Source: an optimization exercise on an open RTL-to-GDS flow (aim: small area, a short achievable clock period and few clock cycles per item). Production flows keep margins and buffers that such runs may drop.
Only simulation tests tie the RTL to the original design; equivalence was not proved.

== run A ==
==> flow/design.v (excerpt) <==
module triangle_tangent_frame (
   input  logic        clock,
   input  logic        reset,
   input  logic        req_valid,
   output logic        req_ready,
   input  logic [31:0] req_pos_x,
   input  logic [31:0] req_pos_y,
   input  logic [31:0] req_pos_z,
   input  logic [31:0] req_tex_u,
   input  logic [31:0] req_tex_v,
   output logic        rsp_valid,
   input  logic        rsp_ready,
   output logic [15:0] rsp_tangent_x,
   output logic [15:0] rsp_tangent_y,
   output logic [15:0] rsp_tangent_z,
   output logic [15:0] rsp_bitan_x,
   output logic [15:0] rsp_bitan_y,
   output logic [15:0] rsp_bitan_z,
   output logic [1:0]  rsp_vertex_slot,
   output logic        rsp_degenerate,
   output logic        rsp_last_of_triangle
);
Size: about 22,000 cells after synthesis, about 1,800 flip-flops, ~200,000 um2 of cells after synthesis.
clock: 11.0 ns
lec_check: 0
cap_margin: 20
core_margin: 2
core_utilization: 40
setup_slack_margin: 3
slew_margin: 20
run.sh (not shown) runs the stock make flow with config.mk's settings and CLKGATE_MAP_FILE= SYNTH_SCRIPT=/design/flow/synth_recipe.tcl, a recipe that flattens the netlist after the stock synthesis.
Testbench counts of run A, summed over its fixed seeds: cycles 3,078, triangles 256.
## Diff of input files: run B against run A
-- flow/design.v --
<<< run A, line 208
   localparam logic [4:0] C_TAKE = 5'd5;    
   localparam logic [4:0] C_NB   = 5'd7;
   localparam logic [4:0] C_PT   = 5'd9;
   localparam logic [4:0] C_LAST = 5'd10;
   logic [1:0]           corner_ff;
>>> run B, line 208
   localparam logic [4:0] C_TAKE = 5'd5;    
   localparam logic [4:0] C_NB   = 5'd7;
   localparam logic [4:0] C_PT   = 5'd8;
   localparam logic [4:0] C_LAST = 5'd10;
   logic [1:0]           corner_ff;
<<< run A, line 231
   logic [AW-1:0]        m_y;
   logic                 m_stall, m_start, m_last, m_adv;
   logic                 is_deg, push_deg, push_t, push_b, pb_ff;
   logic [4:0]           m_nx;
   logic                 m_fetch;
>>> run B, line 231
   logic [AW-1:0]        m_y;
   logic                 m_stall, m_start, m_last, m_adv;
   logic                 is_deg, push_deg, push_t, push_b;
   logic [4:0]           m_nx;
   logic                 m_fetch;
<<< run A, line 378
   assign push_deg = mrun_ff && (mcyc_ff == C_DET) && is_deg;
   assign push_t   = mrun_ff && (mcyc_ff == C_PT);
   assign push_b   = pb_ff;
   assign m_stall  = mrun_ff && ((push_deg && (sq_in_ready != 2'b11)) ||
                                 (push_t && !sq_in_ready[0]) ||
>>> run B, line 378
   assign push_deg = mrun_ff && (mcyc_ff == C_DET) && is_deg;
   assign push_t   = mrun_ff && (mcyc_ff == C_PT);
   assign push_b   = mrun_ff && (mcyc_ff == C_LAST);
   assign m_stall  = mrun_ff && ((push_deg && (sq_in_ready != 2'b11)) ||
                                 (push_t && !sq_in_ready[0]) ||
<<< run A, line 385
                                  sbusy_ff[nslot] && !sfree[nslot]));
   assign m_adv    = mrun_ff && !m_stall;
   assign m_last   = m_adv && (push_deg || mcyc_ff == C_LAST);
   assign m_start  = (!mrun_ff || m_last) && (corner_ff == 2'd2) && req_valid && !c2_take;
   assign sq_in_valid[0] = m_adv && (push_deg || push_t);
   assign sq_in_valid[1] = (m_adv && push_deg) || (push_b && sq_in_ready[1]);
   always_ff @(posedge clock) begin
      if (reset) begin
>>> run B, line 385
                                  sbusy_ff[nslot] && !sfree[nslot]));
   assign m_adv    = mrun_ff && !m_stall;
   assign m_last   = m_adv && (push_deg || push_b);
   assign m_start  = (!mrun_ff || m_last) && (corner_ff == 2'd2) && req_valid && !c2_take;
   assign sq_in_valid[0] = m_adv && (push_deg || push_t);
   assign sq_in_valid[1] = m_adv && (push_deg || push_b);
   always_ff @(posedge clock) begin
      if (reset) begin
<<< run A, line 396
         sbusy_ff  <= '0;
         tpar_ff   <= 1'b0;
         pb_ff     <= 1'b0;
      end else begin
         if (req_fire) corner_ff <= (corner_ff == 2'd2) ? 2'd0 : corner_ff + 2'd1;
>>> run B, line 396
         sbusy_ff  <= '0;
         tpar_ff   <= 1'b0;
      end else begin
         if (req_fire) corner_ff <= (corner_ff == 2'd2) ? 2'd0 : corner_ff + 2'd1;
<<< run A, line 412
         end
         if (m_last) tpar_ff <= !tpar_ff;
         if (m_adv && mcyc_ff == C_LAST) pb_ff <= 1'b1;
         else if (sq_in_valid[1])        pb_ff <= 1'b0;
      end
   end
>>> run B, line 411
         end
         if (m_last) tpar_ff <= !tpar_ff;
      end
   end
<<< run A, line 420
         acc_ff <= m_y;
         if (mcyc_ff == C_DET) flip_ff <= acc_ff[AW-1];
         if (mcyc_ff == 5'd2 || mcyc_ff == 5'd5) raw_ff[0] <= acc_ff;
         if (mcyc_ff == 5'd3 || mcyc_ff == 5'd6) raw_ff[1] <= acc_ff;
         if (mcyc_ff == C_NT || mcyc_ff == C_NB) begin
            sv_ff[nslot][0] <= nz_s0;
>>> run B, line 417
         acc_ff <= m_y;
         if (mcyc_ff == C_DET) flip_ff <= acc_ff[AW-1];
         if (mcyc_ff == 5'd1 || mcyc_ff == 5'd4) raw_ff[0] <= m_y;
         if (mcyc_ff == 5'd2 || mcyc_ff == 5'd5) raw_ff[1] <= m_y;
         if (mcyc_ff == C_NT || mcyc_ff == C_NB) begin
            sv_ff[nslot][0] <= nz_s0;
<<< run A, line 439
         .in_ready  (sq_in_ready[v]),
         .in_deg    (push_deg),
         .in_rad    (acc_ff[SQ_IN_W-1:0]),
         .out_valid (sq_out_valid[v]),
         .out_ready (sq_out_ready[v]),
>>> run B, line 436
         .in_ready  (sq_in_ready[v]),
         .in_deg    (push_deg),
         .in_rad    (m_y[SQ_IN_W-1:0]),
         .out_valid (sq_out_valid[v]),
         .out_ready (sq_out_ready[v]),
==> summary.txt <==
Summary of run B over run A: buffer count from post-CTS setup fixing moved up; final wirelength fell 4.9%; met1 usage in global routing shows a reduction of 1.8 points. Every run (run A and run B) finished clean. Run B vs run A — proportion of synthesized area in mux cells rose 0.26 points. ~same fraction of the mapped netlist area in compound gates in run A and run B. Changes observed in run B relative to run A: synthesized cell count -about 1%, cell area after layout -0.59%, final net count -0.98%, register fraction of the total cell area ~0 delta, count of placed standard cells in the final layout, fillers left out -303. On share of the core filled with cells in the final layout: between run A and run B, it ends up higher for run A. Area after synthesis was lower in run B than in run A. Run B vs run A: worst setup slack down in run B.
Testbench counts of run B, summed over its fixed seeds: cycles 3,057, triangles 256.

what the ideal ports hide:
No port has a modelled driver above. Below, the same layouts with a new extraction and two added sets of constraints. Step 1 (the two cells are an assumption about what drives the block):
set clk [get_ports {clock}]
set_driving_cell -lib_cell sky130_fd_sc_hd__clkbuf_16 $clk
set_driving_cell -lib_cell sky130_fd_sc_hd__buf_2 [delete_from_list [all_inputs] $clk]
Step 2 also shifts input and output timing later by t, the mid clock arrival at the registers, as if the neighbouring blocks saw the same clock. Slacks: no drivers / after step 1 / after step 2; pairs: no drivers / after step 1.
run | shift t [ns] | slack for setup (ns) | worst setup path after step 2 | latest minus earliest clock arrival (ns) | slew at the worst register clock pin (ns)
run A | 1.096 | 1.823 / 1.823 / 1.823 | register to register | 0.132 / 0.132 | 0.08 / 0.08
run B | 1.084 | 1.645 / 1.645 / 1.645 | register to register | 0.126 / 0.126 | 0.08 / 0.08
After both steps setup and hold are still met in every run listed.
